What follows belongs to an exercise in optimizing a design on an open flow for small area and a short achievable clock period; a production flow would make more cautious choices.
In this exercise RTL edits were held to simulation tests only and were not proved equivalent to the original.
Power and IR drop assume default switching activity.

==> inputs of delta <==
==> flow/design.v <==
package axis_pkg;
    localparam int data_width = 32;                      
    localparam int keep_width = 4;                       
    localparam int byte_width = data_width / keep_width;  
    typedef logic [data_width-1:0] axis_word_t;
    typedef logic [keep_width-1:0] axis_keep_t;
    localparam axis_keep_t keep_all  = '1;   
    localparam axis_keep_t keep_none = '0;   
endpackage
package burst_pkg;
    localparam int count_width = 16;   
    localparam logic [31:0] delimiter_word = 32'hB2C50FA1;
    localparam logic [count_width-1:0] trailer_repeat = 16'd3;    
    localparam logic [count_width-1:0] ifg_words      = 16'd10;   
    localparam logic [count_width-1:0] buffer_depth = 16'd64;     
    localparam logic [count_width-1:0] start_level  = 16'd10;     
    localparam int addr_width = $clog2(buffer_depth);             
    typedef enum logic [2:0] {
        idle,        
        preamble,    
        delimiter,   
        data,        
        trailer,     
        gap          
    } burst_state_t;
endpackage
`timescale 1ns/1ns
module packet_buffer
(
    input  logic                 axis_clk,
    input  logic                 axis_reset,
    input  axis_pkg::axis_word_t in_data,
    input  axis_pkg::axis_keep_t in_keep,
    input  logic                 in_last,
    input  logic                 in_user,
    input  logic                 in_valid,
    output logic                 in_ready,
    input  logic                 pop,          
    output axis_pkg::axis_word_t head_data,    
    output axis_pkg::axis_keep_t head_keep,
    output logic                 head_last,
    output logic                 head_user,
    output logic                 head_valid,
    output logic                 burst_ready
);
    logic [37:0] mem_a [31];    
    logic [37:0] mem_b [31];    
    logic [37:0] head_a;        
    logic [37:0] head_b;        
    logic [4:0]  wr_ptr_a;      
    logic [4:0]  wr_ptr_b;
    logic [30:0] rd_sel_a;      
    logic [30:0] rd_sel_b;
    logic        rd_bank;       
    logic        wr_bank;       
    logic [6:0]  word_count;
    logic        ge2, ge3;      
    logic [6:0]  last_count;    
    logic        last_dec;      
    logic [31:0] masked;
    logic [37:0] in_word;
    logic [37:0] ring_a;
    logic [37:0] ring_b;
    logic [37:0] head_word;
    wire do_write = in_valid && in_ready;
    wire do_read  = pop && head_valid;
    wire eq63 = (word_count == 7'd63);
    wire ge4 = (word_count >= 7'd4);
    wire to_head  = !ge2 || (!ge3 && do_read);
    wire ring_pop = do_read && ge3;
    wire wr_a = do_write && !wr_bank;
    wire wr_b = do_write &&  wr_bank;
    wire rp_a = ring_pop && !rd_bank;
    wire rp_b = ring_pop &&  rd_bank;
    always_comb begin
        masked = in_data;
        for (int i = 0; i < 4; i++)
            if (in_last && !in_keep[i]) masked[i*8 +: 8] = 8'd0;
    end
    assign in_word = {in_user, in_last, in_keep, masked};
    always_ff @(posedge axis_clk) begin
        if (wr_a && !to_head)
            mem_a[wr_ptr_a] <= in_word;
        if (wr_b && !to_head)
            mem_b[wr_ptr_b] <= in_word;
    end
    always_comb begin
        ring_a = '0;
        ring_b = '0;
        for (int i = 0; i < 31; i++) begin
            ring_a = ring_a | (mem_a[i] & {38{rd_sel_a[i]}});
            ring_b = ring_b | (mem_b[i] & {38{rd_sel_b[i]}});
        end
    end
    always_ff @(posedge axis_clk) begin
        if (rp_a)
            head_a <= ring_a;
        else if (wr_a && to_head)
            head_a <= in_word;
        if (rp_b)
            head_b <= ring_b;
        else if (wr_b && to_head)
            head_b <= in_word;
    end
    assign head_word = rd_bank ? head_b : head_a;
    assign {head_user, head_last, head_keep, head_data} = head_word;
    always_ff @(posedge axis_clk) begin
        if (axis_reset) begin
            wr_ptr_a    <= '0;
            wr_ptr_b    <= '0;
            rd_sel_a    <= 31'd1;
            rd_sel_b    <= 31'd1;
            rd_bank     <= 1'b0;
            wr_bank     <= 1'b0;
            word_count  <= '0;
            ge2         <= 1'b0;
            ge3         <= 1'b0;
            last_count  <= '0;
            last_dec    <= 1'b0;
            in_ready    <= 1'b1;
            head_valid  <= 1'b0;
            burst_ready <= 1'b0;
        end else begin
            if (wr_a && !to_head)
                wr_ptr_a <= (wr_ptr_a == 5'd30) ? 5'd0 : wr_ptr_a + 1'b1;
            if (wr_b && !to_head)
                wr_ptr_b <= (wr_ptr_b == 5'd30) ? 5'd0 : wr_ptr_b + 1'b1;
            if (rp_a)
                rd_sel_a <= {rd_sel_a[29:0], rd_sel_a[30]};
            if (rp_b)
                rd_sel_b <= {rd_sel_b[29:0], rd_sel_b[30]};
            if (do_read)
                rd_bank <= !rd_bank;
            if (do_write)
                wr_bank <= !wr_bank;
            word_count <= word_count + 7'(do_write) - 7'(do_read);
            if (do_write && !do_read) begin
                head_valid <= 1'b1;
                ge2        <= head_valid;
                ge3        <= ge2;
                in_ready   <= !eq63;
            end else if (do_read && !do_write) begin
                head_valid <= ge2;
                ge2        <= ge3;
                ge3        <= ge4;
                in_ready   <= 1'b1;
            end
            last_dec   <= do_read && head_last;
            last_count <= last_count + 7'(do_write && in_last) - 7'(last_dec);
            burst_ready <= (word_count >= 7'd10) || (last_count > 7'(last_dec));
        end
    end
endmodule
`timescale 1ns/1ns
module burst_sequencer
(
    input  logic                 axis_clk,
    input  logic                 axis_reset,
    input  logic [15:0]          preamble_words,
    input  axis_pkg::axis_word_t preamble_pattern,
    input  axis_pkg::axis_word_t trailer_pattern,
    input  axis_pkg::axis_word_t head_data,
    input  axis_pkg::axis_keep_t head_keep,
    input  logic                 head_last,
    input  logic                 head_user,
    input  logic                 head_valid,
    input  logic                 burst_ready,
    output logic                 pop,
    output axis_pkg::axis_word_t out_data,
    output axis_pkg::axis_keep_t out_keep,
    output logic                 out_last,
    output logic                 out_user,
    output logic                 out_valid
);
    logic        s_idle, s_pre, s_pay, s_post;
    logic [15:0] pre_left;    
    logic        pre_done;    
    logic [3:0]  post_cnt;    
    assign pop = s_pay;
    always_ff @(posedge axis_clk) begin
        if (axis_reset) begin
            s_idle    <= 1'b1;
            s_pre     <= 1'b0;
            s_pay     <= 1'b0;
            s_post    <= 1'b0;
            pre_left  <= '0;
            pre_done  <= 1'b0;
            post_cnt  <= '0;
            out_data  <= '0;
            out_keep  <= '0;
            out_last  <= 1'b0;
            out_user  <= 1'b0;
            out_valid <= 1'b0;
        end else begin
            out_data  <= '0;
            out_keep  <= '0;
            out_last  <= 1'b0;
            out_user  <= 1'b0;
            out_valid <= 1'b0;
            if (s_idle && burst_ready) begin
                out_data  <= preamble_pattern;
                out_keep  <= 4'hF;
                out_valid <= 1'b1;
                pre_left  <= preamble_words;
                pre_done  <= (preamble_words[15:1] == 15'd0);
                s_idle    <= 1'b0;
                s_pre     <= 1'b1;
            end
            if (s_pre) begin
                out_keep  <= 4'hF;
                out_valid <= 1'b1;
                if (!pre_done) begin
                    out_data <= preamble_pattern;
                    pre_left <= pre_left - 1'b1;
                    pre_done <= (pre_left == 16'd2);
                end else begin
                    out_data <= 32'hB2C50FA1;
                    s_pre    <= 1'b0;
                    s_pay    <= 1'b1;
                end
            end
            if (s_pay && head_valid) begin
                out_data  <= head_data;
                out_keep  <= head_keep;
                out_user  <= head_user;
                out_valid <= 1'b1;
                if (head_last) begin
                    post_cnt <= '0;
                    s_pay    <= 1'b0;
                    s_post   <= 1'b1;
                end
            end
            if (s_post) begin
                post_cnt <= post_cnt + 1'b1;
                if (post_cnt < 4'd3) begin
                    out_data  <= trailer_pattern;
                    out_keep  <= 4'hF;
                    out_valid <= 1'b1;
                    out_last  <= (post_cnt == 4'd2);
                end
                if (post_cnt == 4'd12) begin
                    s_post <= 1'b0;
                    s_idle <= 1'b1;
                end
            end
        end
    end
endmodule
`timescale 1ns/1ns
module xgpon_burst_tx
(
    input  logic                   axis_clk,
    input  logic                   axis_reset,
    input  axis_pkg::axis_word_t             in_data,
    input  axis_pkg::axis_keep_t             in_keep,
    input  logic                   in_last,
    input  logic                   in_user,
    input  logic                   in_valid,
    output logic                   in_ready,
    input  logic [burst_pkg::count_width-1:0] preamble_words,
    input  axis_pkg::axis_word_t             preamble_pattern,
    input  axis_pkg::axis_word_t             trailer_pattern,
    output axis_pkg::axis_word_t             out_data,
    output axis_pkg::axis_keep_t             out_keep,
    output logic                   out_last,
    output logic                   out_user,
    output logic                   out_valid
);
    axis_pkg::axis_word_t head_data;
    axis_pkg::axis_keep_t head_keep;
    logic       head_last;
    logic       head_user;
    logic       head_valid;
    logic       burst_ready;
    logic       pop;
    packet_buffer u_buffer (
        .axis_clk    (axis_clk),
        .axis_reset  (axis_reset),
        .in_data     (in_data),
        .in_keep     (in_keep),
        .in_last     (in_last),
        .in_user     (in_user),
        .in_valid    (in_valid),
        .in_ready    (in_ready),
        .pop         (pop),
        .head_data   (head_data),
        .head_keep   (head_keep),
        .head_last   (head_last),
        .head_user   (head_user),
        .head_valid  (head_valid),
        .burst_ready (burst_ready)
    );
    burst_sequencer u_sequencer (
        .axis_clk         (axis_clk),
        .axis_reset       (axis_reset),
        .preamble_words   (preamble_words),
        .preamble_pattern (preamble_pattern),
        .trailer_pattern  (trailer_pattern),
        .head_data        (head_data),
        .head_keep        (head_keep),
        .head_last        (head_last),
        .head_user        (head_user),
        .head_valid       (head_valid),
        .burst_ready      (burst_ready),
        .pop              (pop),
        .out_data         (out_data),
        .out_keep         (out_keep),
        .out_last         (out_last),
        .out_user         (out_user),
        .out_valid        (out_valid)
    );
endmodule
==> flow/flow/run.sh <==
#!/bin/bash
set -uo pipefail
export BUFFER_PORTS_ARGS="-buffer_cell sky130_fd_sc_hd__buf_2"
export CTS_ARGS="-sink_clustering_enable -repair_clock_nets -sink_clustering_size 30 -sink_clustering_max_diameter 70 -dont_use_dummy_load"
bash standard.sh > standard.log 2>&1
status=$?
# keep each step's full log beside the run
if [[ -d orfs/logs ]]; then
  mkdir -p logs
  cp -r orfs/logs/. logs/ 2>/dev/null || true
fi
exit $status
==> flow/standard.sh <==
#!/bin/bash
# synth_recipe.tcl (not shown) runs the flow's synth.tcl, then flattens the netlist and writes it again
# the make line also repeats each setting of config.mk as NAME=value (left out here)
make -C /OpenROAD-flow-scripts/flow DESIGN_CONFIG=/design/flow/config.mk WORK_HOME=/design/flow/orfs CLKGATE_MAP_FILE= SYNTH_SCRIPT=/design/flow/synth_recipe.tcl "${@:-finish}"
==> flow/config.mk <==
export PLATFORM = sky130hd
export DESIGN_NAME = xgpon_burst_tx
export DESIGN_NICKNAME = xgpon_burst_tx
export VERILOG_FILES = /design/flow/design.v
export SDC_FILE = /design/flow/constraint.sdc
export NUM_CORES = 4
export LEC_CHECK = 0
export ABC_CLOCK_PERIOD_IN_PS = 2300
export CAP_MARGIN = 20
export CORE_MARGIN = 2
export CORE_UTILIZATION = 45
export CTS_CLUSTER_DIAMETER = 70
export CTS_CLUSTER_SIZE = 30
export SETUP_SLACK_MARGIN = 2.3
export SLEW_MARGIN = 20
==> flow/constraint.sdc <==
create_clock -name core_clock -period 4.5 [get_ports {axis_clk}]
set_input_delay 0.9000 -clock core_clock [delete_from_list [all_inputs] [get_ports {axis_clk}]]
set_output_delay 0.9000 -clock core_clock [all_outputs]
set_load 0.01 [all_outputs]
==> indigo (differences from delta) <==
- CORE_UTILIZATION: 45 -> 50
- TNS_END_PERCENT: not set -> 10
==> raven (differences from delta) <==
==> flow/design.v, changed modules only <==
module packet_buffer
(
    input  logic                 axis_clk,
    input  logic                 axis_reset,
    input  axis_pkg::axis_word_t in_data,
    input  axis_pkg::axis_keep_t in_keep,
    input  logic                 in_last,
    input  logic                 in_user,
    input  logic                 in_valid,
    output logic                 in_ready,
    input  logic                 pop,          
    output axis_pkg::axis_word_t head_data,    
    output axis_pkg::axis_keep_t head_keep,
    output logic                 head_last,
    output logic                 head_user,
    output logic                 head_valid,
    output logic                 burst_ready
);
    logic [37:0] mem [64];
    logic [5:0]  wr_ptr;
    logic [5:0]  rd_ptr;
    logic [6:0]  word_count;
    logic [6:0]  last_count;    
    logic        last_dec;      
    logic [6:0]  count_next;
    logic [31:0] masked;
    wire do_write = in_valid && in_ready;
    wire do_read  = pop && head_valid;
    always_comb begin
        masked = in_data;
        for (int i = 0; i < 4; i++)
            if (in_last && !in_keep[i]) masked[i*8 +: 8] = 8'd0;
    end
    always_ff @(posedge axis_clk) begin
        if (do_write)
            mem[wr_ptr] <= {in_user, in_last, in_keep, masked};
    end
    assign {head_user, head_last, head_keep, head_data} = mem[rd_ptr];
    assign count_next = word_count + 7'(do_write) - 7'(do_read);
    always_ff @(posedge axis_clk) begin
        if (axis_reset) begin
            wr_ptr      <= '0;
            rd_ptr      <= '0;
            word_count  <= '0;
            last_count  <= '0;
            last_dec    <= 1'b0;
            in_ready    <= 1'b1;
            head_valid  <= 1'b0;
            burst_ready <= 1'b0;
        end else begin
            if (do_write)
                wr_ptr <= wr_ptr + 1'b1;
            if (do_read)
                rd_ptr <= rd_ptr + 1'b1;
            word_count <= count_next;
            in_ready   <= (count_next != 7'd64);
            head_valid <= (count_next != 7'd0);
            last_dec   <= do_read && head_last;
            last_count <= last_count + 7'(do_write && in_last) - 7'(last_dec);
            burst_ready <= (word_count >= 7'd10) || (last_count > 7'(last_dec));
        end
    end
endmodule
==> flow/run.sh (new file) <==
#!/bin/bash
# synth_recipe.tcl (not shown) runs the flow's synth.tcl, then flattens the netlist and writes it again
# the make line also repeats each setting of config.mk as NAME=value (left out here)
make -C /OpenROAD-flow-scripts/flow DESIGN_CONFIG=/design/flow/config.mk WORK_HOME=/design/flow/orfs CLKGATE_MAP_FILE= SYNTH_SCRIPT=/design/flow/synth_recipe.tcl finish
- ABC_CLOCK_PERIOD_IN_PS: 2300 -> not set
- CORE_UTILIZATION: 45 -> 40
- CTS_CLUSTER_DIAMETER: 70 -> not set
- CTS_CLUSTER_SIZE: 30 -> not set
- SETUP_SLACK_MARGIN: 2.3 -> not set
removed: flow/flow/run.sh
removed: flow/standard.sh
==> summary.txt <==
metric	raven	indigo	delta
Power Density	438 mW/mm^2	396 mW/mm^2	384 mW/mm^2
Worst hold path depth	1	3	2
Setup repair after global routing missed its margin	false	true	true
Slowest CP cell	dfxtp_4	and2_2	dfxtp_4
Final Core Density	0.470	0.558	0.506
Period minus WS final	3.74 ns	2.49 ns	2.40 ns
Height of the chip	499 um	438 um	462 um
Number of placed instances, taps included	7929	8095	8367
Outcome	finished clean	finished clean	finished clean
Postcts setup bufs	0	31	56
Number of global-route vias before repair	49844	55337	53915
Insertion delay of the later-clocked pin in the worst-skew pair	0.93 ns	0.83 ns	0.86 ns
Multiplexer fraction of the synthesized cell area	0.169	0.00452	0.00452

## port drivers added, routing unchanged
The results above use ideal ports. As a check the final layouts listed here were re-extracted and re-timed, cells and wires unchanged. Step 1: set_driving_cell puts a clkbuf_16 on axis_clk and a buf_2 on each other input, an assumption about the parent block. Step 2 moves the port delays by t, midway between the first and last clock arrival at a register: inputs arrive t later, outputs are due t later. That takes back most of the time a late clock gives input paths. Three values: ideal, step 1, step 2; two values: the first two.
run	t (ns)	slack for setup (ns)	worst setup path after step 2
delta	0.866	2.096 / 2.008 / 1.460	input to register
indigo	0.879	2.006 / 2.036 / 1.197	input to register
raven	0.992	0.764 / 0.764 / 0.559	input to register
After both steps every run listed still meets setup and hold. The setup slack of indigo, which loses most, moves by +0.030 ns with the drivers and by -0.809 ns with both steps.
